What follows belongs to an exercise in optimizing a design on an open flow for a short achievable clock period and few clock cycles; a production flow would make more cautious choices. In this exercise RTL edits were held to simulation tests only and were not proved equivalent to the original. Power is estimated from default activity; no workload was simulated.

==> flow/design.v <==
package mipsPkg;
    localparam int DataWidth    = 32;
    localparam int RegAddrWidth = 5;
    localparam int MemAddrWidth = 7;
    localparam int NumRegs      = 2 ** RegAddrWidth;
    localparam logic [RegAddrWidth-1:0] LinkReg = 5'd31;
    localparam logic [5:0] opRType = 6'h00;
    localparam logic [5:0] opJ     = 6'h02;
    localparam logic [5:0] opJal   = 6'h03;
    localparam logic [5:0] opBeq   = 6'h04;
    localparam logic [5:0] opBne   = 6'h05;
    localparam logic [5:0] opAddi  = 6'h08;
    localparam logic [5:0] opLw    = 6'h23;
    localparam logic [5:0] opSw    = 6'h2b;
    localparam logic [5:0] fnSll = 6'h00;
    localparam logic [5:0] fnSrl = 6'h02;
    localparam logic [5:0] fnJr  = 6'h08;
    localparam logic [5:0] fnAdd = 6'h20;
    localparam logic [5:0] fnSub = 6'h22;
    localparam logic [5:0] fnAnd = 6'h24;
    localparam logic [5:0] fnOr  = 6'h25;
    localparam logic [5:0] fnSlt = 6'h2a;
    localparam int AluAdd = 0;
    localparam int AluSub = 1;
    localparam int AluAnd = 2;
    localparam int AluOr  = 3;
    localparam int AluSlt = 4;
    localparam int AluSll = 5;
    localparam int AluSrl = 6;
    localparam int NumAluOps = 7;
endpackage
`timescale 1ns/1ns
import mipsPkg::*;
module mipsControl (
    input  logic [31:0]             instr,
    output logic [NumAluOps-1:0]    aluOp,      
    output logic                    useImm,     
    output logic [RegAddrWidth-1:0] dest,       
    output logic                    memRead,
    output logic                    memWrite,
    output logic                    branchEq,
    output logic                    branchNe,
    output logic                    jump,       
    output logic                    link,       
    output logic                    jumpReg     
);
    logic [5:0] opcode;
    logic [5:0] funct;
    assign opcode = instr[31:26];
    assign funct  = instr[5:0];
    always_comb begin
        aluOp    = '0;
        useImm   = 1'b0;
        dest     = '0;
        memRead  = 1'b0;
        memWrite = 1'b0;
        branchEq = 1'b0;
        branchNe = 1'b0;
        jump     = 1'b0;
        link     = 1'b0;
        jumpReg  = 1'b0;
        case (opcode)
            opRType: begin
                case (funct)
                    fnAdd: begin aluOp = NumAluOps'(1) << AluAdd; dest = instr[15:11]; end
                    fnSub: begin aluOp = NumAluOps'(1) << AluSub; dest = instr[15:11]; end
                    fnAnd: begin aluOp = NumAluOps'(1) << AluAnd; dest = instr[15:11]; end
                    fnOr:  begin aluOp = NumAluOps'(1) << AluOr; dest = instr[15:11]; end
                    fnSlt: begin aluOp = NumAluOps'(1) << AluSlt; dest = instr[15:11]; end
                    fnSll: begin aluOp = NumAluOps'(1) << AluSll; dest = instr[15:11]; end
                    fnSrl: begin aluOp = NumAluOps'(1) << AluSrl; dest = instr[15:11]; end
                    fnJr:  jumpReg = 1'b1;
                    default: ;
                endcase
            end
            opAddi: begin
                aluOp = NumAluOps'(1) << AluAdd;
                useImm        = 1'b1;
                dest          = instr[20:16];
            end
            opLw: begin
                aluOp = NumAluOps'(1) << AluAdd;
                useImm        = 1'b1;
                dest          = instr[20:16];
                memRead       = 1'b1;
            end
            opSw: begin
                aluOp = NumAluOps'(1) << AluAdd;
                useImm        = 1'b1;
                memWrite      = 1'b1;
            end
            opBeq: branchEq = 1'b1;
            opBne: branchNe = 1'b1;
            opJ:   jump     = 1'b1;
            opJal: begin
                jump          = 1'b1;
                link          = 1'b1;
                aluOp = NumAluOps'(1) << AluAdd;
                dest          = LinkReg;
            end
            default: ;
        endcase
    end
endmodule
`timescale 1ns/1ns
import mipsPkg::*;
module idxDecode (
    input  logic [RegAddrWidth-1:0] idx,
    output logic [NumRegs-1:1]      sel
);
    for (genvar i = 1; i < NumRegs; i++) begin : gSel
        assign sel[i] = (idx == RegAddrWidth'(i));
    end
endmodule
module wordSelect (
    input  logic [NumRegs-1:1][DataWidth-1:0] regs,
    input  logic [NumRegs-1:1]                sel,
    output logic [DataWidth-1:0]              data
);
    always_comb begin
        data = '0;
        for (int i = 1; i < NumRegs; i++) begin
            data = data | (regs[i] & {DataWidth{sel[i]}});
        end
    end
endmodule
module regRead (
    input  logic [NumRegs-1:1][DataWidth-1:0] regs,
    input  logic [RegAddrWidth-1:0]           idx,
    output logic [DataWidth-1:0]              data
);
    logic [NumRegs-1:1] sel;
    idxDecode uDecode (
        .idx (idx),
        .sel (sel)
    );
    wordSelect uSelect (
        .regs (regs),
        .sel  (sel),
        .data (data)
    );
endmodule
module regFile (
    input  logic                          clk,
    input  logic                          rst_n,
    input  logic [RegAddrWidth-1:0]       rdIdx1,
    input  logic [RegAddrWidth-1:0]       rdIdx2,
    input  logic [RegAddrWidth-1:0]       wrIdx,
    input  logic [mipsPkg::DataWidth-1:0] wrData,
    output logic [mipsPkg::DataWidth-1:0] rdData1,
    output logic [mipsPkg::DataWidth-1:0] rdData2
);
    logic [NumRegs-1:1][DataWidth-1:0] regs;
    regRead uRead1 (
        .regs (regs),
        .idx  (rdIdx1),
        .data (rdData1)
    );
    regRead uRead2 (
        .regs (regs),
        .idx  (rdIdx2),
        .data (rdData2)
    );
    always_ff @(posedge clk) begin
        if (rst_n) begin
            regs <= '0;
        end else begin
            for (int i = 1; i < NumRegs; i++) begin
                if (wrIdx == RegAddrWidth'(i)) begin
                    regs[i] <= wrData;
                end
            end
        end
    end
endmodule
`timescale 1ns/1ns
import mipsPkg::*;
module prefixAdder #(
    parameter int W    = 32,
    parameter bit InvB = 1'b0,
    parameter bit Cin  = 1'b0
) (
    input  logic [W-1:0] a,
    input  logic [W-1:0] b,
    output logic [W-1:0] sum
);
    logic [W-1:0] g;
    logic [W-1:0] p;
    logic [W-1:0] carry;
    adderGen #(.W(W), .InvB(InvB)) uGen (
        .a (a),
        .b (b),
        .g (g)
    );
    adderProp #(.W(W), .InvB(InvB)) uProp (
        .a (a),
        .b (b),
        .p (p)
    );
    prefixTree #(.W(W), .Cin(Cin)) uTree (
        .g     (g),
        .p     (p),
        .carry (carry)
    );
    adderSum #(.W(W)) uSum (
        .p     (p),
        .carry (carry),
        .sum   (sum)
    );
endmodule
module adderGen #(
    parameter int W    = 32,
    parameter bit InvB = 1'b0
) (
    input  logic [W-1:0] a,
    input  logic [W-1:0] b,
    output logic [W-1:0] g
);
    assign g = a & (b ^ {W{InvB}});
endmodule
module adderProp #(
    parameter int W    = 32,
    parameter bit InvB = 1'b0
) (
    input  logic [W-1:0] a,
    input  logic [W-1:0] b,
    output logic [W-1:0] p
);
    assign p = a ^ b ^ {W{InvB}};
endmodule
module adderSum #(
    parameter int W = 32
) (
    input  logic [W-1:0] p,
    input  logic [W-1:0] carry,
    output logic [W-1:0] sum
);
    assign sum = p ^ carry;
endmodule
module prefixTree #(
    parameter int W   = 32,
    parameter bit Cin = 1'b0
) (
    input  logic [W-1:0] g,
    input  logic [W-1:0] p,
    output logic [W-1:0] carry
);
    localparam int Levels = (W > 32) ? 6 : (W > 16) ? 5 : (W > 8) ? 4 : (W > 4) ? 3 : (W > 2) ? 2 : 1;
    logic [W-1:0] gl [Levels+1];
    logic [W-1:0] pl [Levels+1];
    assign gl[0] = {g[W-1:1], g[0] | (Cin & p[0])};
    assign pl[0] = p;
    for (genvar l = 0; l < Levels; l++) begin : gLevel
        for (genvar i = 0; i < W; i++) begin : gBit
            if (i >= (1 << l)) begin : gMerge
                assign gl[l+1][i] = gl[l][i] | (pl[l][i] & gl[l][i-(1<<l)]);
                assign pl[l+1][i] = pl[l][i] & pl[l][i-(1<<l)];
            end else begin : gPass
                assign gl[l+1][i] = gl[l][i];
                assign pl[l+1][i] = pl[l][i];
            end
        end
    end
    assign carry = {gl[Levels][W-2:0], Cin};
endmodule
module alu (
    input  logic [NumAluOps-1:0]          aluOp,
    input  logic [mipsPkg::DataWidth-1:0] opA,
    input  logic [mipsPkg::DataWidth-1:0] opB,
    input  logic [4:0]                    shamt,
    output logic [mipsPkg::DataWidth-1:0] aluResult
);
    logic [DataWidth-1:0] sum;
    logic [DataWidth-1:0] diff;
    logic                 less;
    prefixAdder #(.W(DataWidth)) uAdd (
        .a   (opA),
        .b   (opB),
        .sum (sum)
    );
    prefixAdder #(.W(DataWidth), .InvB(1'b1), .Cin(1'b1)) uSub (
        .a   (opA),
        .b   (opB),
        .sum (diff)
    );
    assign less = (opA[DataWidth-1] ^ opB[DataWidth-1]) ? opA[DataWidth-1] : diff[DataWidth-1];
    always_comb begin
        aluResult = ({DataWidth{aluOp[AluAdd]}} & sum)
                  | ({DataWidth{aluOp[AluSub]}} & diff)
                  | ({DataWidth{aluOp[AluAnd]}} & (opA & opB))
                  | ({DataWidth{aluOp[AluOr]}}  & (opA | opB))
                  | ({DataWidth{aluOp[AluSlt]}} & DataWidth'(less))
                  | ({DataWidth{aluOp[AluSll]}} & (opB << shamt))
                  | ({DataWidth{aluOp[AluSrl]}} & (opB >> shamt));
    end
endmodule
`timescale 1ns/1ns
import mipsPkg::*;
module eqCmp (
    input  logic [mipsPkg::DataWidth-1:0] a,
    input  logic [mipsPkg::DataWidth-1:0] b,
    output logic                          eq
);
    assign eq = (a == b);
endmodule
module branchUnit (
    input  logic                          jumpAny,
    input  logic                          branchEq,
    input  logic                          branchNe,
    input  logic                          fwdRs,
    input  logic                          fwdRt,
    input  logic [mipsPkg::DataWidth-1:0] rfData1,
    input  logic [mipsPkg::DataWidth-1:0] rfData2,
    input  logic [mipsPkg::DataWidth-1:0] exResult,
    output logic                          redirect
);
    logic eqRegs;
    logic eqFwdS;
    logic eqFwdT;
    logic opsEqual;
    eqCmp uEqRegs (.a (rfData1),  .b (rfData2),  .eq (eqRegs));
    eqCmp uEqFwdS (.a (exResult), .b (rfData2),  .eq (eqFwdS));
    eqCmp uEqFwdT (.a (rfData1),  .b (exResult), .eq (eqFwdT));
    always_comb begin
        case ({fwdRs, fwdRt})
            2'b11:   opsEqual = 1'b1;
            2'b10:   opsEqual = eqFwdS;
            2'b01:   opsEqual = eqFwdT;
            default: opsEqual = eqRegs;
        endcase
    end
    assign redirect = jumpAny | (branchEq & opsEqual) | (branchNe & ~opsEqual);
endmodule
module pcUnit (
    input  logic                          clk,
    input  logic                          rst_n,
    input  logic [31:0]                   instr,
    input  logic                          jump,
    input  logic                          jumpReg,
    input  logic                          branchEq,
    input  logic                          branchNe,
    input  logic                          fwdRs,
    input  logic                          fwdRt,
    input  logic [mipsPkg::DataWidth-1:0] rfData1,
    input  logic [mipsPkg::DataWidth-1:0] rfData2,
    input  logic [mipsPkg::DataWidth-1:0] exResult,
    input  logic [mipsPkg::DataWidth-1:0] rsVal,
    output logic [mipsPkg::DataWidth-1:0] pc,
    output logic [mipsPkg::DataWidth-1:0] pcPlus4
);
    logic [DataWidth-1:0] pcSeq;
    logic [DataWidth-1:0] pcTgt;
    logic                 useTgt;
    logic [DataWidth-1:0] branchAddr;
    logic [DataWidth-1:0] jumpAddr;
    logic [DataWidth-1:0] tgtNext;
    logic                 redirect;
    assign pc      = useTgt ? pcTgt : pcSeq;
    assign pcPlus4 = pc + DataWidth'(4);
    prefixAdder #(.W(DataWidth)) uBranchAdd (
        .a   (pcPlus4),
        .b   ({{14{instr[15]}}, instr[15:0], 2'b00}),
        .sum (branchAddr)
    );
    assign jumpAddr   = {pc[DataWidth-1:DataWidth-4], instr[25:0], 2'b00};
    always_comb begin
        if (jump) begin
            tgtNext = jumpAddr;
        end else if (jumpReg) begin
            tgtNext = rsVal;
        end else begin
            tgtNext = branchAddr;
        end
    end
    branchUnit uBranch (
        .jumpAny  (jump | jumpReg),
        .branchEq (branchEq),
        .branchNe (branchNe),
        .fwdRs    (fwdRs),
        .fwdRt    (fwdRt),
        .rfData1  (rfData1),
        .rfData2  (rfData2),
        .exResult (exResult),
        .redirect (redirect)
    );
    always_ff @(posedge clk) begin
        if (rst_n) begin
            pcSeq  <= '0;
            pcTgt  <= '0;
        end else begin
            pcSeq  <= pcPlus4;
            pcTgt  <= tgtNext;
        end
    end
    always_ff @(posedge clk) begin
        useTgt <= redirect;
    end
endmodule
`timescale 1ns/1ns
import mipsPkg::*;
module mipsCore (
    input  logic                                clk,
    input  logic                                rst_n,
    input  logic [31:0]                         instr,
    input  logic [mipsPkg::DataWidth-1:0]       memRdata,
    output logic [mipsPkg::DataWidth-1:0]       instrAddr,
    output logic [mipsPkg::MemAddrWidth-1:0]    memAddr,
    output logic [mipsPkg::DataWidth-1:0]       memWdata,
    output logic                                memCen,
    output logic                                memWen,
    output logic                                memOen
);
    logic [NumAluOps-1:0]    aluOp;
    logic                    useImm;
    logic [RegAddrWidth-1:0] dest;
    logic                    memRead;
    logic                    memWrite;
    logic                    branchEq;
    logic                    branchNe;
    logic                    jump;
    logic                    link;
    logic                    jumpReg;
    logic [DataWidth-1:0] pc;
    logic [DataWidth-1:0] pcPlus4;
    logic [DataWidth-1:0] rfData1;
    logic [DataWidth-1:0] rfData2;
    logic [DataWidth-1:0] rsVal;
    logic [DataWidth-1:0] rtVal;
    logic [DataWidth-1:0] immExt;
    logic                 fwdRs;
    logic                 fwdRt;
    logic [8:0]           byteAddr;
    logic [8:0]           byteAddrRf;
    logic [8:0]           byteAddrFwd;
    logic [NumAluOps-1:0]    exAluOp;
    logic [DataWidth-1:0]    exOpA;
    logic [DataWidth-1:0]    exOpB;
    logic [DataWidth-1:0]    exStData;
    logic [4:0]              exShamt;
    logic [RegAddrWidth-1:0] exDest;
    logic                    exMemRead;
    logic                    exMemWrite;
    logic [DataWidth-1:0]    exAluResult;
    logic [DataWidth-1:0]    exResult;
    logic [MemAddrWidth-1:0] exMemAddr;
    logic                    exCenN;
    logic                    exWenN;
    logic                    exOenN;
    mipsControl uControl (
        .instr    (instr),
        .aluOp    (aluOp),
        .useImm   (useImm),
        .dest     (dest),
        .memRead  (memRead),
        .memWrite (memWrite),
        .branchEq (branchEq),
        .branchNe (branchNe),
        .jump     (jump),
        .link     (link),
        .jumpReg  (jumpReg)
    );
    regFile uRegFile (
        .clk     (clk),
        .rst_n   (rst_n),
        .rdIdx1  (instr[25:21]),
        .rdIdx2  (instr[20:16]),
        .wrIdx   (exDest),
        .wrData  (exResult),
        .rdData1 (rfData1),
        .rdData2 (rfData2)
    );
    assign fwdRs = (instr[25:21] == exDest) && (exDest != '0);
    assign fwdRt = (instr[20:16] == exDest) && (exDest != '0);
    assign rsVal = fwdRs ? exResult : rfData1;
    assign rtVal = fwdRt ? exResult : rfData2;
    assign immExt   = {{16{instr[15]}}, instr[15:0]};
    pcUnit uPcUnit (
        .clk      (clk),
        .rst_n    (rst_n),
        .instr    (instr),
        .jump     (jump),
        .jumpReg  (jumpReg),
        .branchEq (branchEq),
        .branchNe (branchNe),
        .fwdRs    (fwdRs),
        .fwdRt    (fwdRt),
        .rfData1  (rfData1),
        .rfData2  (rfData2),
        .exResult (exResult),
        .rsVal    (rsVal),
        .pc       (pc),
        .pcPlus4  (pcPlus4)
    );
    assign instrAddr = pc;
    prefixAdder #(.W(9)) uAddrAddRf (
        .a   (rfData1[8:0]),
        .b   (instr[8:0]),
        .sum (byteAddrRf)
    );
    prefixAdder #(.W(9)) uAddrAddFwd (
        .a   (exResult[8:0]),
        .b   (instr[8:0]),
        .sum (byteAddrFwd)
    );
    assign byteAddr = fwdRs ? byteAddrFwd : byteAddrRf;
    always_ff @(posedge clk) begin
        if (rst_n) begin
            exDest     <= '0;
            exMemRead  <= 1'b0;
            exMemWrite <= 1'b0;
            exCenN     <= 1'b1;
            exWenN     <= 1'b1;
            exOenN     <= 1'b1;
        end else begin
            exDest     <= dest;
            exMemRead  <= memRead;
            exMemWrite <= memWrite;
            exCenN     <= ~(memRead | memWrite);
            exWenN     <= ~memWrite;
            exOenN     <= ~memRead;
        end
        exAluOp   <= aluOp;
        exOpA     <= link ? pcPlus4 : rsVal;
        exOpB     <= link ? '0 : (useImm ? immExt : rtVal);
        exStData  <= rtVal;
        exShamt   <= instr[10:6];
        exMemAddr <= byteAddr[MemAddrWidth+1:2];
    end
    alu uAlu (
        .aluOp     (exAluOp),
        .opA       (exOpA),
        .opB       (exOpB),
        .shamt     (exShamt),
        .aluResult (exAluResult)
    );
    assign exResult = exMemRead ? memRdata : exAluResult;
    assign memAddr  = exMemAddr;
    assign memWdata = exStData;
    resetGate uCenGate (.rst (rst_n), .en_n (exCenN), .y (memCen));
    resetGate uWenGate (.rst (rst_n), .en_n (exWenN), .y (memWen));
    resetGate uOenGate (.rst (rst_n), .en_n (exOenN), .y (memOen));
endmodule
module resetGate (
    input  logic rst,
    input  logic en_n,
    output logic y
);
    logic y_n;
    norGate uNor (.a (rst), .b (en_n), .y (y_n));
    invGate uInv (.a (y_n), .y (y));
endmodule
module norGate (
    input  logic a,
    input  logic b,
    output logic y
);
    assign y = ~(a | b);
endmodule
module invGate (
    input  logic a,
    output logic y
);
    assign y = ~a;
endmodule
==> flow/flow/run.sh <==
#!/bin/bash
set -euo pipefail
cd "$(dirname "$0")/.."
MARGIN=$(cat flow/margin.txt)
sed -e "s|\"\${@:-finish}\"|SETUP_SLACK_MARGIN=${MARGIN} \"\${@:-finish}\"|" standard.sh > flow_margin.sh
grep -q "SETUP_SLACK_MARGIN=${MARGIN} " flow_margin.sh
bash flow_margin.sh finish > flow_make.log 2>&1
==> flow/flow/margin.txt <==
7.2
==> flow/standard.sh <==
#!/bin/bash
# synth_recipe.tcl (not shown) runs the flow's synth.tcl, then flattens the netlist and writes it again
# the make line also repeats each setting of config.mk as NAME=value (left out here)
make -C /OpenROAD-flow-scripts/flow DESIGN_CONFIG=/design/flow/config.mk WORK_HOME=/design/flow/orfs CLKGATE_MAP_FILE= SYNTH_SCRIPT=/design/flow/synth_recipe.tcl "${@:-finish}"
==> flow/config.mk <==
export PLATFORM = sky130hd
export DESIGN_NAME = mipsCore
export DESIGN_NICKNAME = mipsCore
export VERILOG_FILES = /design/flow/design.v
export SDC_FILE = /design/flow/constraint.sdc
export NUM_CORES = 4
export LEC_CHECK = 0
export ABC_CLOCK_PERIOD_IN_PS = 3000
export CAP_MARGIN = 20
export CORE_MARGIN = 2
export CORE_UTILIZATION = 35
export PLACE_DENSITY = 0.45
export SETUP_SLACK_MARGIN = 5
export SLEW_MARGIN = 20
export SYNTH_HIERARCHICAL = 1
export SYNTH_MINIMUM_KEEP_SIZE = 0
==> flow/constraint.sdc <==
create_clock -name core_clock -period 12.0 [get_ports {clk}]
set_input_delay 2.4000 -clock core_clock [delete_from_list [all_inputs] [get_ports {clk}]]
set_output_delay 2.4000 -clock core_clock [all_outputs]
set_load 0.01 [all_outputs]
==> flow_summary_export.csv, run 1 <==
group,metric,value,unit
pwr,p_int,6.89,mW
cells_and_area,final_common_cell,"dfxtp_1",
global_route,grt_pass1_vias,61634,
synthesis,syn_area_per_cell,9.31,um2
die,die_y,453,um
global_route,grt_pass1_wl,491,mm
cts,numCtsBuffers,146,
sta,finalMaxSlewViolations,0,
sta,worst_slew_margin_rel,9.24,%
routing,vias,64752,
setup_path,path_cells,"buf_12 > or3b_4 > nor2_4 > buf_12 > buf_12 > a22oi_2 > nand4_1 > or4_4 > and2_4 > a211oi_4 > o31ai_2 > a21o_1 > a21o_2 > xor2_1 > mux2_4",
sta,hold_violations,0,
placed_design,io_buffers,139,
routing,wirelength,356,mm
cells_and_area,layout-drive-gt1-share,18.5,%
sta,fin_crit_sh,44.5,%
cts,cts_buffer_depth,3,
setup_path,path_class,"in -> reg",
pwr,clkPwrFrac,49.5,%
die,start_util,35.3,%
cts,cts.sinks,1181,
routing,drc,0,
cells_and_area,utilization,42.4,%
die,die_w,453,um
sta,skew,0.0433,ns
pwr,power.total,9.26,mW
status,outcome,"complete, no violations",
global_route,grt-ovfl-total,0,
global_route,grt_max_degree,270,
routing,dr.pass1.iters,9,
die,dieArea,205000,um2
routing,dr.first_iter.drc_count,9024,
cts,cts_tree,"built",
cells_and_area,most-common-layout-cells,"dfxtp_1, mux2i_1, nand2b_1",
cts,cts_hold_buf,0,
setup_path,critical_path_arrival,6.05,ns
cts,clockRootBuffer,"clkbuf_16",
setup_path,required,12.71,ns
setup_path,cp_common_cell,"buf_12",
pwr,p_sw,2.36,mW
cts,path_clk_slew,0.05,ns
cells_and_area,area_growth,20.3,%
sta,setup_viol,0,
setup_path,cpMaxStageDelayCell,"or4_4",
die,rows,164,
sta,rsz0062_at_grt,"yes",
pwr,power.share.combinational,7.7,%
sta,setup_tns,0,ns
routing,ant_nets,0,
sta,worst_pin_slew,1.36,ns
pwr,vdd_drop_max,0.154,mV
setup_path,crit_fanout,6,
placed_design,hpwl,225,mm
placed_design,pre_cts_ws,4.29,ns
setup_path,cp-start-kind,"primary input",
sta,layout_min_cycle_time,5.34,ns
synthesis,syn-cell-area,70500,um2
pwr,seq_power_share,42.9,%
synthesis,yosysWarningCount,22,
sta,setup_slack,6.66,ns
pwr,power_density,109,nW/um2
synthesis,syn_inst,7580,
setup_path,max_stage_delay,0.80,ns
routing,vias_per_cell,6.22,
cts,clk_latency,0.84,ns
cts,cts_max_level,4,
routing,wl_per_cell,34.2,um
die,core-area,200000,um2
run,cap_violations,0,
min_path,holdCritPathClass,"reg -> reg",
setup_path,end_kind,"register",
die,design.portCount,140,
global_route,antenna_found_initial,18,
pwr,p_sw_share,25.5,%
placed_design,place.gp.congestion,0.965,
global_route,track_usage,33.4,%
cells_and_area,fin_nets,7709,
sta,clock.fmax,187,MHz
pwr,p_leak,37.1,nW
cells_and_area,fillCellCount,19497,
area by class of cell:
| type | count | area [um2] | share of cell area (%) |
|---|---|---|---|
| multi-input combinational | 5602 | 45800 | 53.9 |
| sequential | 1181 | 23700 | 27.9 |
| timing repair buffer | 598 | 6740 | 7.95 |
| clock buffer | 206 | 4260 | 5.03 |
| tap | 2656 | 3320 | 3.92 |
| clock inverter | 51 | 608 | 0.717 |
| inverter | 111 | 420 | 0.496 |
| antenna | 8 | 20.0 | 0.0236 |
worst paths after layout:
path,from,to,slack (ns),depth (start not counted)
setup reg to reg,exOpB[16]$_SDFF_PP0_,exMemAddr[6]$_DFF_P_,6.90,20
hold / removal,uRegFile.regs[57]$_SDFFE_PP0N_,uRegFile.regs[57]$_SDFFE_PP0N_,0.49,2
setup / recovery,instr[21],exMemAddr[5]$_DFF_P_,6.66,15
hold reg to reg,uRegFile.regs[57]$_SDFFE_PP0N_,uRegFile.regs[57]$_SDFFE_PP0N_,0.49,2
repair_timing:
action	4_1_cts	5_1_grt
buffers inserted	186	36
pin swaps	119	91
resized for setup	590	219
endpoints found under the setup margin	934	270
cloned	20	5
metal layers:
layer,GRT usage (%),wire (um)
met1,42.2,142000
met2,51.2,156000
met3,7.05,31300
met4,22.0,27500
met5,0,69
worst max-delay path: cells and delay by family:
family                 cells  cell delay (ns)
AND/OR/NAND/NOR            5             1.92
AO/OA/AOI/OAI              5             0.87
buffers and inverters      3             0.42
multiplexers               1             0.27
XOR/XNOR                   1             0.15
power by group through the flow:
stage,Sequential (mW),Clock (mW),Combinational [mW]
floorplan,4.04,0,0.376
global placement,4.05,0,0.596
detailed placement,4.05,0,0.595
CTS,3.97,4.65,0.677
global route,3.97,4.80,0.734
finish,3.97,4.58,0.712
per-stage QoR:
stage | hold slack, ns | area, um2 | cells
floorplan | 0.461 | 71000 | 7583
global placement | 0.472 | 74300 | 9901
detailed placement | 0.483 | 74300 | 9901
CTS | 0.491 | 83600 | 10364
global route | 0.504 | 84800 | 10406
finish | 0.491 | 84800 | 10413
sequential cells by signal (all words and copies together) (netlist names):
register        count
exAluOp             7
exCenN              1
uPcUnit.pcSeq      32
exWenN              1
exDest              5
exOpB              32
exMemRead           1
exOenN              1
exStData           32
exOpA              32
exMemAddr           7
uPcUnit.useTgt      1
exShamt             5
uPcUnit.pcTgt      32
uRegFile.regs     992
Testbench counts, summed over its fixed seeds: cycles 37,966.
==> run 2, diff against run 1 <==
==> flow/flow/run.sh (replaced) <==
#!/bin/bash
set -euo pipefail
cd "$(dirname "$0")/.."
MARGIN=$(cat flow/margin.txt)
EXTRA="SETUP_SLACK_MARGIN=${MARGIN} PRE_IO_PLACEMENT_TCL=$PWD/flow/io.tcl"
sed -e "s|\"\${@:-finish}\"|${EXTRA} \"\${@:-finish}\"|" standard.sh > flow_margin.sh
grep -q "SETUP_SLACK_MARGIN=${MARGIN} " flow_margin.sh
bash flow_margin.sh finish > flow_make.log 2>&1
==> flow/flow/io.tcl (new file) <==
# Keep the reset input next to the memory-enable outputs it gates, so that the
# input-to-output path through the reset gate has short wires.
set_io_pin_constraint -group -order -pin_names {memCen memWen rst_n memOen} -region left:*
==> flow_summary_export.csv, run 2 <==
group,metric,value,unit
setup_path,required,12.73,ns
cts,clk_latency,0.83,ns
cts,numCtsBuffers,146,
setup_path,r2r_start,"exOpA[1]$_DFF_P_",
sta,hold_violations,0,
routing,ant_nets,0,
min_path,holdCritPathClass,"reg -> reg",
run,cap_violations,0,
global_route,grt-ovfl-total,0,
routing,vias,64988,
cells_and_area,area_growth,20.1,%
sta,setup_viol,0,
synthesis,yosysWarningCount,22,
global_route,antenna_found_initial,21,
global_route,track_usage,33.2,%
cts,clockRootBuffer,"clkbuf_16",
placed_design,place.gp.congestion,0.994,
die,die_w,453,um
cts,cts_hold_buf,0,
die,start_util,35.3,%
synthesis,syn-cell-area,70500,um2
routing,wirelength,356,mm
cts,cts_tree,"built",
min_path,hold_start,"uRegFile.regs[51]$_SDFFE_PP0N_",
cells_and_area,largest_register_ffs,992,
cts,cts_max_level,4,
die,design.portCount,140,
pwr,power_density,111,nW/um2
sta,rsz0062_at_grt,"yes",
global_route,grt_pass1_wl,490,mm
cells_and_area,regMostFlops,"uRegFile.regs",
global_route,grt_max_degree,168,
cells_and_area,final_common_cell,"dfxtp_1",
die,die_y,453,um
sta,skew,0.0581,ns
sta,worst_pin_slew,1.39,ns
cells_and_area,fin_area,84700,um2
routing,drc,0,
setup_path,critical_path_arrival,6.14,ns
routing,dr.pass1.iters,8,
pwr,vdd_drop_max,0.145,mV
setup_path,path_class,"in -> reg",
routing,wl_per_cell,34.2,um
sta,worst_slew_margin_rel,7.44,%
placed_design,dpl_cell_area,74300,um2
pwr,power.total,9.37,mW
cells_and_area,most-common-layout-cells,"dfxtp_1, mux2i_1, nand2b_1",
pwr,p_leak,37.0,nW
setup_path,crit_fanout,17,
synthesis,syn_inst,7580,
sta,clock.fmax,185,MHz
cts,cts_buffer_depth,3,
status,outcome,"complete, no violations",
placed_design,hpwl,227,mm
routing,dr.first_iter.drc_count,8391,
routing,vias_per_cell,6.24,
cells_and_area,layout-drive-gt1-share,18.6,%
sta,layout_min_cycle_time,5.41,ns
synthesis,syn_area_per_cell,9.31,um2
placed_design,io_buffers,139,
cells_and_area,fillCellCount,19423,
sta,fin_crit_sh,45.1,%
sta,setup_tns,0,ns
die,rows,164,
cts,cts.sinks,1181,
die,dieArea,205000,um2
sta,finalMaxSlewViolations,0,
global_route,grt_pass1_vias,61984,
setup_path,cp-start-kind,"primary input",
setup_path,end_kind,"register",
cells_and_area,fin_nets,7695,
cts,path_clk_slew,0.06,ns
die,core-area,200000,um2
setup_path,crit_path_start,"instr[16]",
[run 2: metal layers]
metal	wire, um	up-vias	GRT usage [%]
li1	-	28005	-
met1	139000	32280	40.7
met2	155000	3733	51.5
met3	33200	956	8.17
met4	28100	14	22.0
met5	200	-	0
[run 2: worst paths after layout]
kind                                         end  slack, ns  cells after the start
setup / recovery          uPcUnit.useTgt$_DFF_P_       6.59                     14
hold / removal    uRegFile.regs[51]$_SDFFE_PP0N_       0.49                      2
setup reg to reg            exMemAddr[6]$_DFF_P_       6.85                     19
hold reg to reg   uRegFile.regs[51]$_SDFFE_PP0N_       0.49                      2
[run 2: through the flow]
stage                     instances  setup slack, ns  hold slack (ns)  utilization (%)
after CTS                     10318             6.83            0.493             41.4
after floorplan                7583             6.78            0.461                -
after global placement         9908             4.50            0.472             37.1
after detailed placement       9909             4.50            0.479             37.1
final                         10409             6.59            0.491             42.4
after global routing          10404             6.67            0.507             42.4
[run 2: repair_timing]
action                     in CTS  in global routing
buffers inserted              127                 75
pin swaps                     114                112
gates resized for setup       544                257
gates cloned                   13                  8
setup endpoints to repair     980                515
[run 2: final cells by class]
cell class / count / area [um2] / share of cell area, %
clock buffers: 219 / 4340 / 5.12
well taps: 2656 / 3320 / 3.92
clock inverters: 50 / 738 / 0.871
multi-input cells: 5603 / 45900 / 54.2
diodes: 6 / 15.0 / 0.0177
inverters: 111 / 424 / 0.501
flip-flops and latches: 1181 / 23700 / 28.0
repair buffers: 583 / 6290 / 7.43
[run 2: worst max-delay path, cell delays in order]
cell,delay (ns)
buf_6,0.14
or3b_4,0.48
nor2_4,0.63
buf_4,0.48
a22oi_1,0.14
nand3_1,0.20
or4_4,0.26
xor2_1,0.12
nor4_2,0.38
nand4_1,0.21
nor2_1,0.15
mux2_4,0.19
nor4_4,0.04
a211oi_2,0.25
[run 2: where the power goes]
part	leakage [nW]	total (mW)	switching, mW	internal (mW)
registers	9.54	3.97	0.0285	3.94
logic	25.0	0.704	0.431	0.273
clock network	2.48	4.70	1.92	2.78
total	37.0	9.37	2.38	6.99
==> run 3, diff against run 2 <==
--- a/flow/design.v
+++ b/flow/design.v
@@ -106,22 +106,2 @@
 import mipsPkg::*;
-module idxDecode (
-    input  logic [RegAddrWidth-1:0] idx,
-    output logic [NumRegs-1:1]      sel
-);
-    for (genvar i = 1; i < NumRegs; i++) begin : gSel
-        assign sel[i] = (idx == RegAddrWidth'(i));
-    end
-endmodule
-module wordSelect (
-    input  logic [NumRegs-1:1][DataWidth-1:0] regs,
-    input  logic [NumRegs-1:1]                sel,
-    output logic [DataWidth-1:0]              data
-);
-    always_comb begin
-        data = '0;
-        for (int i = 1; i < NumRegs; i++) begin
-            data = data | (regs[i] & {DataWidth{sel[i]}});
-        end
-    end
-endmodule
 module regRead (
@@ -131,12 +111,5 @@
 );
-    logic [NumRegs-1:1] sel;
-    idxDecode uDecode (
-        .idx (idx),
-        .sel (sel)
-    );
-    wordSelect uSelect (
-        .regs (regs),
-        .sel  (sel),
-        .data (data)
-    );
+    logic [NumRegs-1:0][DataWidth-1:0] all;
+    assign all  = {regs, {DataWidth{1'b0}}};
+    assign data = all[idx];
 endmodule
==> flow_summary_export.csv, run 3 <==
group,metric,value,unit
sta,hold_violations,0,
synthesis,syn_inst,7398,
routing,wirelength,322,mm
global_route,grt_pass1_vias,60163,
run,cap_violations,0,
setup_path,crit_fanout,5,
pwr,power.total,10.2,mW
global_route,grt-ovfl-total,0,
die,die_y,469,um
global_route,grt_pass1_wl,456,mm
cells_and_area,most-common-layout-cells,"mux2i_1, dfxtp_1, nand2b_1",
placed_design,hpwl,195,mm
die,design.portCount,140,
synthesis,yosysWarningCount,21,
pwr,p_leak,39.0,nW
sta,fin_crit_sh,42.8,%
sta,rsz0062_at_grt,"yes",
cells_and_area,utilization,41.6,%
placed_design,place.gp.congestion,0.958,
die,start_util,35.2,%
global_route,antenna_found_initial,17,
setup_path,path_class,"in -> out",
cells_and_area,layout-drive-gt1-share,22.5,%
sta,finalMaxSlewViolations,0,
setup_path,cp-start-kind,"primary input",
cts,cts_tree,"built",
cells_and_area,area_growth,18.1,%
placed_design,dpl_cell_area,78900,um2
cells_and_area,final_common_cell,"mux2i_1",
routing,dr.pass1.iters,6,
cts,path_clk_slew,0.05,ns
pwr,clkPwrFrac,47.9,%
sta,worst_slew_margin_rel,27.6,%
pwr,power.share.combinational,12.9,%
die,dieArea,220000,um2
cts,cts_max_level,4,
cts,clk_latency,0.82,ns
sta,clock.fmax,195,MHz
cells_and_area,fin_area,89400,um2
sta,setup_tns,0,ns
cells_and_area,regArea,23700,um2
die,rows,170,
die,core-area,215000,um2
pwr,power_density,114,nW/um2
pwr,vdd_drop_max,0.153,mV
sta,worst_pin_slew,1.09,ns
sta,layout_min_cycle_time,5.14,ns
status,outcome,"complete, no violations",
pwr,seq_power_share,39.2,%
pwr,p_int,7.45,mW
setup_path,critical_path_arrival,2.74,ns
setup_path,end_kind,"output pin",
setup_path,required,9.60,ns
synthesis,syn_area_per_cell,10.2,um2
pwr,p_sw,2.78,mW
routing,drc,0,
routing,ant_nets,0,
sta,skew,0.0428,ns
min_path,holdCritPathClass,"reg -> reg",
cts,numCtsBuffers,148,
pwr,p_sw_share,27.2,%
die,die_w,469,um
sta,setup_viol,0,
placed_design,io_buffers,139,
synthesis,syn-cell-area,75700,um2
routing,vias,61040,
cells_and_area,fillCellCount,20487,
cells_and_area,multi_input_area,50700,um2
routing,dr.first_iter.drc_count,5980,
cells_and_area,largest_register_ffs,992,
routing,wl_per_cell,31.2,um
global_route,grt_max_degree,123,
cts,cts.sinks,1181,
cells_and_area,regMostFlops,"uRegFile.regs",
cells_and_area,fin_nets,7404,
cts,clockRootBuffer,"clkbuf_16",
routing,vias_per_cell,5.92,
cts,cts_buffer_depth,3,
sta,fin_hold_ws,0.485,ns
global_route,track_usage,28.5,%
## run 3: metrics by stage
stage / instances / worst slack [ns]
global route: 10299 / 6.72
CTS: 10268 / 6.85
detailed placement: 9857 / 4.87
global placement: 9857 / 4.89
floorplan: 7401 / 6.79
finish: 10303 / 6.86
## run 3: critical path, cell delays in order
cell and delay [ns]:
buf_16 0.12, nor2_4 0.07, inv_2 0.04, buf_6 0.11
## run 3: layout make-up
class                           count  area share, %
Antenna cell                        7         0.0196
Clock buffer                      213           4.90
Clock inverter                     60           1.01
Inverter                          113          0.491
Multi-Input combinational cell   5401           56.7
Sequential cell                  1181           26.6
Tap cell                         2838           3.97
Timing Repair Buffer              490           6.36
## run 3: path summary, 6_finish.rpt
kind | to | slack (ns) | from | depth (start not counted)
min reg2reg | uRegFile.regs[616]$_SDFFE_PP0N_ | 0.48 | uRegFile.regs[616]$_SDFFE_PP0N_ | 2
max | memOen | 6.86 | rst_n | 4
max reg2reg | uPcUnit.useTgt$_DFF_P_ | 6.87 | exOpA[1]$_DFF_P_ | 23
min | uRegFile.regs[616]$_SDFFE_PP0N_ | 0.48 | uRegFile.regs[616]$_SDFFE_PP0N_ | 2
## run 3: timing repair
action / 4_1_cts / 5_1_grt
cloned: 38 / 1
resized for setup: 566 / 111
hold buffers: 0 / 0
setup buffers: 100 / 27
setup endpoints to repair: 1071 / 328
hold endpoints to repair: 0 / 0
pin swaps: 56 / 22
## run 3: per-layer routing
layer	wire, um	up-vias	part of all wire (%)	global-route usage [%]
met2	143000	2463	44	44.4
li1	-	26866	-	-
met4	13500	2	4.2	10.9
met5	13	-	0.0040	0
met1	143000	31208	44	39.0
met3	22600	501	7.0	5.18
## run 3: power by group through the flow
| stage | combinational (mW) | clock, mW | sequential [mW] |
|---|---|---|---|
| 6_report | 1.32 | 4.90 | 4.01 |
| 5_1_grt | 1.38 | 5.13 | 4.01 |
| 4_1_cts | 1.29 | 4.99 | 4.01 |
| 3_5_place_dp | 1.11 | 0 | 4.10 |
| 3_3_place_gp | 1.11 | 0 | 4.10 |
| 2_1_floorplan | 0.733 | 0 | 4.07 |
Testbench counts of run 3, summed over its fixed seeds: cycles 37,966.
==> run 4, diff against run 3 <==
--- a/flow/config.mk
+++ b/flow/config.mk
@@ -10,4 +10,4 @@
 export CORE_MARGIN = 2
-export CORE_UTILIZATION = 35
-export PLACE_DENSITY = 0.45
+export CORE_UTILIZATION = 50
+export PLACE_DENSITY = 0.7
 export SETUP_SLACK_MARGIN = 5
==> flow_summary_export.csv, run 4 <==
group,metric,value,unit
cells_and_area,layout-drive-gt1-share,21.3,%
pwr,seq_power_share,42.3,%
routing,wirelength,280,mm
pwr,p_leak,38.0,nW
cells_and_area,area_growth,14.5,%
setup_path,path_class,"in -> reg",
setup_path,path_cells,"buf_16 > nand2b_2 > buf_4 > o22ai_1 > a211oi_2 > o31ai_4 > xor2_1 > nor4_2 > nand4_1 > nor2_1 > mux2_2 > nor4_1 > a211oi_1",
sta,worst_pin_slew,1.32,ns
pwr,p_int,6.89,mW
setup_path,required,12.71,ns
sta,hold_violations,0,
run,cap_violations,0,
cells_and_area,fin_nets,7376,
global_route,grt_pass1_vias,60535,
routing,ant_nets,0,
cts,numCtsBuffers,135,
die,core-area,150000,um2
sta,layout_min_cycle_time,5.19,ns
cts,cts.sinks,1181,
placed_design,hpwl,170,mm
die,die_y,393,um
sta,rsz0062_at_grt,"yes",
sta,skew,0.0443,ns
setup_path,crit_fanout,74,
synthesis,syn_inst,7398,
cts,clockRootBuffer,"clkbuf_16",
setup_path,max_stage_delay,0.57,ns
global_route,grt_max_degree,302,
min_path,hold_start,"uRegFile.regs[294]$_SDFFE_PP0N_",
sta,fin_crit_sh,43.2,%
pwr,power.total,9.49,mW
routing,drc,0,
global_route,track_usage,35.2,%
global_route,grt-ovfl-total,0,
pwr,vdd_drop_max,0.150,mV
die,die_w,393,um
pwr,clkPwrFrac,44.6,%
placed_design,place.gp.congestion,1.01,
global_route,antenna_found_initial,17,
pwr,power.share.combinational,13.2,%
setup_path,cp-start-kind,"primary input",
synthesis,yosysWarningCount,21,
pwr,p_sw_share,27.4,%
die,dieArea,155000,um2
status,outcome,"complete, no violations",
die,start_util,50.4,%
routing,vias,62690,
pwr,p_sw,2.60,mW
setup_path,crit_path_start,"instr[18]",
setup_path,end_kind,"register",
cts,cts_buffer_depth,3,
cts,cts_hold_buf,0,
cells_and_area,most-common-layout-cells,"mux2i_1, dfxtp_1, nand2b_1",
setup_path,path_delay_family,"compound AO/OA/AOI/OAI gates",
sta,setup_tns,0,ns
sta,finalMaxSlewViolations,0,
cts,path_clk_slew,0.06,ns
routing,vias_per_cell,6.65,
sta,setup_viol,0,
pwr,power_density,110,nW/um2
cells_and_area,final_common_cell,"mux2i_1",
cells_and_area,fin_area,86600,um2
routing,dr.first_iter.drc_count,7531,
cts,cts_tree,"built",
setup_path,r2r_start,"exShamt[3]$_DFF_P_",
setup_path,critical_path_arrival,5.90,ns
cts,cts_max_level,4,
synthesis,syn-cell-area,75700,um2
die,design.portCount,140,
sta,worst_slew_margin_rel,11.3,%
placed_design,io_buffers,139,
cts,clk_latency,0.82,ns
die,rows,142,
cells_and_area,largest_register_ffs,992,
setup_path,cpMaxStageDelayCell,"o31ai_4",
min_path,holdCritPathClass,"reg -> reg",
synthesis,syn_area_per_cell,10.2,um2
setup_path,critPathBufInv,2,
routing,dr.pass1.iters,8,
cells_and_area,regMostFlops,"uRegFile.regs",
routing,wl_per_cell,29.7,um
global_route,grt_pass1_wl,405,mm
sta,clock.fmax,193,MHz
placed_design,dpl_cell_area,77800,um2
[run 4: power groups by stage]
stage                     registers (mW)  clock network [mW]  logic [mW]
after CTS                           4.01                4.27        1.15
after global placement              4.10                   0        1.04
final                               4.01                4.23        1.25
after global routing                4.01                4.42        1.29
after detailed placement            4.10                   0        1.04
after floorplan                     4.07                   0       0.733
[run 4: stage by stage]
step | hold slack [ns] | cells | utilization [%] | setup WS (ns)
after floorplan | 0.458 | 7401 | - | 6.79
after detailed placement | 0.477 | 9046 | 51.8 | 4.82
after global routing | 0.505 | 9428 | 57.7 | 6.77
final | 0.484 | 9433 | 57.7 | 6.81
after CTS | 0.489 | 9358 | 56.5 | 6.87
after global placement | 0.467 | 9046 | 51.8 | 4.69
[run 4: layer usage]
metal  share of wire (%)  track usage (%)
met3                 9.5             8.00
met2                  44             54.0
met4                 7.1             21.5
met1                  39             44.9
met5               0.042                0
[run 4: worst paths after layout]
kind | slack (ns) | depth (start not counted) | end
max | 6.81 | 13 | uPcUnit.useTgt$_DFF_P_
min | 0.48 | 2 | uRegFile.regs[294]$_SDFFE_PP0N_
max reg2reg | 6.88 | 16 | exMemAddr[6]$_DFF_P_
min reg2reg | 0.48 | 2 | uRegFile.regs[294]$_SDFFE_PP0N_
[run 4: what timing repair did]
item,in CTS,in global routing
hold endpoints to repair,0,0
setup endpoints to repair,841,542
cloned,26,3
pin swaps,15,49
resized for setup,324,235
setup buffers,45,66
[run 4: area by class of cell]
type | instances | area, um2
Antenna cell | 6 | 15.0
Clock buffer | 184 | 3790
Clock inverter | 57 | 696
Fill cell | 12406 | 63500
Inverter | 113 | 428
Multi-Input combinational cell | 5401 | 50200
Sequential cell | 1181 | 23700
Tap cell | 2016 | 2520
Timing Repair Buffer | 475 | 5250
[run 4: worst reg2reg max path: stages, from the launching register on]
cell      delay, ns
dfxtp_2        0.61
buf_6          0.49
nor2_1         0.36
and2_1         0.41
a221o_1        0.40
a21oi_1        0.18
o221ai_1       0.24
mux2i_1        0.18
buf_4          0.27
inv_1          0.26
and2_1         0.27
a211oi_2       0.29
o31ai_2        0.13
a21o_1         0.22
a31o_1         0.24
xor2_1         0.17
mux2_4         0.28
==> run 5, diff against run 4 <==
--- a/flow/design.v
+++ b/flow/design.v
@@ -271,13 +271,12 @@
 import mipsPkg::*;
-module eqCmp (
+module eqGroups (
     input  logic [mipsPkg::DataWidth-1:0] a,
     input  logic [mipsPkg::DataWidth-1:0] b,
-    output logic                          eq
+    output logic [3:0]                    grpEq
 );
-    assign eq = (a == b);
+    for (genvar k = 0; k < 4; k++) begin : gGroup
+        assign grpEq[k] = (a[8*k+7:8*k] == b[8*k+7:8*k]);
+    end
 endmodule
 module branchUnit (
-    input  logic                          jumpAny,
-    input  logic                          branchEq,
-    input  logic                          branchNe,
     input  logic                          fwdRs,
@@ -287,20 +286,18 @@
     input  logic [mipsPkg::DataWidth-1:0] exResult,
-    output logic                          redirect
+    output logic [3:0]                    grpEq
 );
-    logic eqRegs;
-    logic eqFwdS;
-    logic eqFwdT;
-    logic opsEqual;
-    eqCmp uEqRegs (.a (rfData1),  .b (rfData2),  .eq (eqRegs));
-    eqCmp uEqFwdS (.a (exResult), .b (rfData2),  .eq (eqFwdS));
-    eqCmp uEqFwdT (.a (rfData1),  .b (exResult), .eq (eqFwdT));
+    logic [3:0] eqRegs;
+    logic [3:0] eqFwdS;
+    logic [3:0] eqFwdT;
+    eqGroups uEqRegs (.a (rfData1),  .b (rfData2),  .grpEq (eqRegs));
+    eqGroups uEqFwdS (.a (exResult), .b (rfData2),  .grpEq (eqFwdS));
+    eqGroups uEqFwdT (.a (rfData1),  .b (exResult), .grpEq (eqFwdT));
     always_comb begin
         case ({fwdRs, fwdRt})
-            2'b11:   opsEqual = 1'b1;
-            2'b10:   opsEqual = eqFwdS;
-            2'b01:   opsEqual = eqFwdT;
-            default: opsEqual = eqRegs;
+            2'b11:   grpEq = '1;
+            2'b10:   grpEq = eqFwdS;
+            2'b01:   grpEq = eqFwdT;
+            default: grpEq = eqRegs;
         endcase
     end
-    assign redirect = jumpAny | (branchEq & opsEqual) | (branchNe & ~opsEqual);
 endmodule
@@ -325,3 +322,9 @@
     logic [DataWidth-1:0] pcTgt;
-    logic                 useTgt;
+    logic [3:0]           grpEq;
+    logic [3:0]           pcGrpEq;
+    logic                 pcSelIfEq;
+    logic                 pcSelIfNe;
+    logic [DataWidth-1:0] pcIfEq;
+    logic [DataWidth-1:0] pcIfNe;
+    logic                 pcOpsEqual;
     logic [DataWidth-1:0] branchAddr;
@@ -329,4 +332,6 @@
     logic [DataWidth-1:0] tgtNext;
-    logic                 redirect;
-    assign pc      = useTgt ? pcTgt : pcSeq;
+    assign pcOpsEqual = &pcGrpEq;
+    assign pcIfEq     = pcSelIfEq ? pcTgt : pcSeq;
+    assign pcIfNe     = pcSelIfNe ? pcTgt : pcSeq;
+    assign pc         = pcOpsEqual ? pcIfEq : pcIfNe;
     assign pcPlus4 = pc + DataWidth'(4);
@@ -348,5 +353,2 @@
     branchUnit uBranch (
-        .jumpAny  (jump | jumpReg),
-        .branchEq (branchEq),
-        .branchNe (branchNe),
         .fwdRs    (fwdRs),
@@ -356,3 +358,3 @@
         .exResult (exResult),
-        .redirect (redirect)
+        .grpEq    (grpEq)
     );
@@ -368,3 +370,5 @@
     always_ff @(posedge clk) begin
-        useTgt <= redirect;
+        pcSelIfEq <= jump | jumpReg | branchEq;
+        pcSelIfNe <= jump | jumpReg | branchNe;
+        pcGrpEq   <= grpEq;
     end
@@ -404,5 +408,4 @@
     logic                 fwdRt;
-    logic [8:0]           byteAddr;
-    logic [8:0]           byteAddrRf;
-    logic [8:0]           byteAddrFwd;
+    logic [8:0]           addrGen;
+    logic [8:0]           addrProp;
     logic [NumAluOps-1:0]    exAluOp;
@@ -417,3 +420,6 @@
     logic [DataWidth-1:0]    exResult;
-    logic [MemAddrWidth-1:0] exMemAddr;
+    logic [8:0]              exAddrGen;
+    logic [8:0]              exAddrProp;
+    logic [8:0]              exAddrCarry;
+    logic [8:0]              exByteAddr;
     logic                    exCenN;
@@ -467,13 +473,4 @@
     assign instrAddr = pc;
-    prefixAdder #(.W(9)) uAddrAddRf (
-        .a   (rfData1[8:0]),
-        .b   (instr[8:0]),
-        .sum (byteAddrRf)
-    );
-    prefixAdder #(.W(9)) uAddrAddFwd (
-        .a   (exResult[8:0]),
-        .b   (instr[8:0]),
-        .sum (byteAddrFwd)
-    );
-    assign byteAddr = fwdRs ? byteAddrFwd : byteAddrRf;
+    assign addrGen  = rsVal[8:0] & instr[8:0];
+    assign addrProp = rsVal[8:0] ^ instr[8:0];
     always_ff @(posedge clk) begin
@@ -499,3 +496,4 @@
         exShamt   <= instr[10:6];
-        exMemAddr <= byteAddr[MemAddrWidth+1:2];
+        exAddrGen  <= addrGen;
+        exAddrProp <= addrProp;
     end
@@ -509,3 +507,13 @@
     assign exResult = exMemRead ? memRdata : exAluResult;
-    assign memAddr  = exMemAddr;
+    prefixTree #(.W(9)) uAddrTree (
+        .g     (exAddrGen),
+        .p     (exAddrProp),
+        .carry (exAddrCarry)
+    );
+    adderSum #(.W(9)) uAddrSum (
+        .p     (exAddrProp),
+        .carry (exAddrCarry),
+        .sum   (exByteAddr)
+    );
+    assign memAddr  = exByteAddr[MemAddrWidth+1:2];
     assign memWdata = exStData;
--- a/flow/config.mk
+++ b/flow/config.mk
@@ -10,4 +10,4 @@
 export CORE_MARGIN = 2
-export CORE_UTILIZATION = 50
-export PLACE_DENSITY = 0.7
+export CORE_UTILIZATION = 35
+export PLACE_DENSITY = 0.45
 export SETUP_SLACK_MARGIN = 5
==> flow_summary_export.csv, run 5 <==
group,metric,value,unit
die,core-area,215000,um2
sta,layout_min_cycle_time,5.23,ns
sta,fin_crit_sh,43.6,%
sta,finalMaxSlewViolations,0,
min_path,holdCritPathClass,"reg -> reg",
global_route,antenna_found_initial,7,
sta,clock.fmax,191,MHz
cts,clockRootBuffer,"clkbuf_16",
setup_path,crit_path_start,"rst_n",
pwr,p_leak,38.1,nW
cells_and_area,regMostFlops,"uRegFile.regs",
die,dieArea,221000,um2
placed_design,dpl_cell_area,78900,um2
routing,dr.first_iter.drc_count,5802,
routing,dr.pass1.iters,6,
synthesis,syn-cell-area,75900,um2
placed_design,place.gp.congestion,0.946,
min_path,hold_start,"uRegFile.regs[7]$_SDFFE_PP0N_",
setup_path,cp-start-kind,"primary input",
cells_and_area,layout-drive-gt1-share,23.0,%
setup_path,r2r_start,"uPcUnit.pcGrpEq[3]$_DFF_P_",
cells_and_area,most-common-layout-cells,"mux2i_1, dfxtp_1, nand2b_1",
run,cap_violations,0,
global_route,use_met2,43.3,%
setup_path,required,9.60,ns
routing,wirelength,313,mm
cts,cts.sinks,1195,
setup_path,critical_path_arrival,2.83,ns
global_route,grt_pass1_vias,59757,
setup_path,path_class,"in -> out",
global_route,use_met1,37.5,%
pwr,power_density,111,nW/um2
synthesis,yosysWarningCount,21,
die,rows,170,
cts,path_clk_slew,0.05,ns
routing,drc,0,
sta,setup_viol,0,
routing,vias,60974,
setup_path,crit_fanout,5,
cts,cts_tree,"built",
sta,hold_violations,0,
sta,rsz0062_at_grt,"yes",
pwr,vdd_drop_max,0.140,mV
global_route,grt_max_degree,185,
cts,cts_max_level,4,
cts,cts_buffer_depth,3,
setup_path,path_cells,"buf_16 > buf_6 > nor2_4 > inv_2 > buf_6",
setup_path,cpMaxStageDelayCell,"buf_16",
sta,skew,0.0394,ns
setup_path,max_stage_delay,0.11,ns
routing,ant_nets,0,
placed_design,io_buffers,139,
routing,wl_per_cell,30.3,um
placed_design,hpwl,192,mm
sta,worst_pin_slew,1.23,ns
sta,worst_slew_margin_rel,17.4,%
global_route,track_usage,27.3,%
setup_path,cp_common_cell,"buf_6",
cells_and_area,area_growth,17.1,%
global_route,grt-ovfl-total,0,
setup_path,regToRegSetupSlack,7.15,ns
synthesis,syn_inst,7400,
cells_and_area,final_common_cell,"mux2i_1",
setup_path,end_kind,"output pin",
synthesis,syn_area_per_cell,10.3,um2
global_route,gr-max-usage-layer,"met2",
die,design.portCount,140,
cells_and_area,largest_register_ffs,992,
cells_and_area,fin_nets,7454,
cells_and_area,fin_area,88900,um2
global_route,grt_pass1_wl,445,mm
global_route,gr-usage-met3,4.19,%
die,die_y,470,um
cts,numCtsBuffers,149,
die,die_w,470,um
cts,clk_latency,0.83,ns
die,start_util,35.3,%
routing,vias_per_cell,5.90,
sta,setup_tns,0,ns
status,outcome,"complete, no violations",
-- run 5: cell types whose count changed in the layout (fill, tap and decap cells not counted), sizes merged, moves of 17 or more --
cell	before	now
xor2	288	169
xnor2	59	162
buf	330	409
clkbuf	192	224
nor4	67	37
nand4	43	64
nand2	181	199
clkdlybuf4s50	98	81
-- run 5: worst max-delay path, delay by kind of cell --
| family | cells | cell delay [ns] |
|---|---|---|
| simple gates | 1 | 0.07 |
| buf+inv | 4 | 0.37 |
-- run 5: power breakdown --
| part | switching (mW) | internal, mW |
|---|---|---|
| registers | 0.0688 | 4.00 |
| logic | 0.751 | 0.496 |
| clock network | 1.90 | 2.68 |
| total | 2.72 | 7.18 |
-- run 5: metrics by stage --
stage / std cells / total power [mW] / worst slack, ns / hold WS [ns] / utilization, %
finish: 10332 / 9.90 / 6.77 / 0.486 / 41.3
global route: 10327 / 10.2 / 6.75 / 0.502 / 41.3
CTS: 10249 / 9.90 / 6.76 / 0.475 / 40.4
detailed placement: 9871 / 5.23 / 5.18 / 0.453 / 36.7
global placement: 9871 / 5.24 / 5.18 / 0.451 / 36.7
floorplan: 7403 / 4.84 / 7.09 / 0.440 / -
-- run 5: cell type report --
type | count | area, um2
fillers | 20521 | 126000
diodes | 6 | 15.0
repair buffers | 522 | 5670
flip-flops and latches | 1195 | 24000
multi-input cells | 5391 | 50300
inverters | 117 | 459
clock buffers | 215 | 4330
clock inverters | 48 | 532
well taps | 2838 | 3550
-- run 5: final timing paths --
check | end | depth (start not counted)
worst max-delay path | memOen | 5
worst min-delay path | uRegFile.regs[7]$_SDFFE_PP0N_ | 2
worst max register to register | uPcUnit.pcTgt[31]$_SDFF_PP0_ | 27
worst min register to register | uRegFile.regs[7]$_SDFFE_PP0N_ | 2
-- run 5: routing by layer --
metal  share of wire, %  up-vias
li1                   -    26909
met1                 45    31193
met2                 45     2339
met3                6.3      533
met4                3.8        0
met5                  0        -
-- run 5: repair_timing --
action | CTS | global route
hold buffers | 0 | 0
endpoints found under the setup margin | 913 | 656
pin swaps | 22 | 76
buffers inserted | 90 | 70
gates cloned | 25 | 7
gates resized for setup | 526 | 287
Testbench counts of run 5, summed over its fixed seeds: cycles 37,966.

## port drivers added, routing unchanged
The flow's constraints put no driver on any port. The routed layouts listed below were extracted and timed again, unchanged, in two steps.
Step 1, drivers: a clkbuf_16 drives clk and a buf_2 each remaining input, both assumed.
Step 2 also shifts input and output timing later by t, the mid clock arrival at the registers, as if the neighbouring blocks saw the same clock.
Slacks: no drivers / after step 1 / after step 2; pairs: no drivers / after step 1.
| run | t (ns) | slack for setup (ns) | hold slack, ns |
|---|---|---|---|
| run 1 | 0.905 | 6.657 / 6.545 / 5.641 | 0.491 / 0.491 / 0.491 |
| run 2 | 0.889 | 6.593 / 6.523 / 5.634 | 0.491 / 0.491 / 0.491 |
| run 3 | 0.893 | 6.861 / 6.592 / 5.698 | 0.485 / 0.485 / 0.485 |
| run 4 | 0.875 | 6.810 / 6.557 / 5.682 | 0.484 / 0.484 / 0.484 |
| run 5 | 0.893 | 6.770 / 6.542 / 6.099 | 0.486 / 0.486 / 0.486 |
After both steps every run listed still meets setup and hold. For run 3, which loses most, drivers alone change the setup slack by -0.269 ns; drivers and shift together by -1.163 ns.
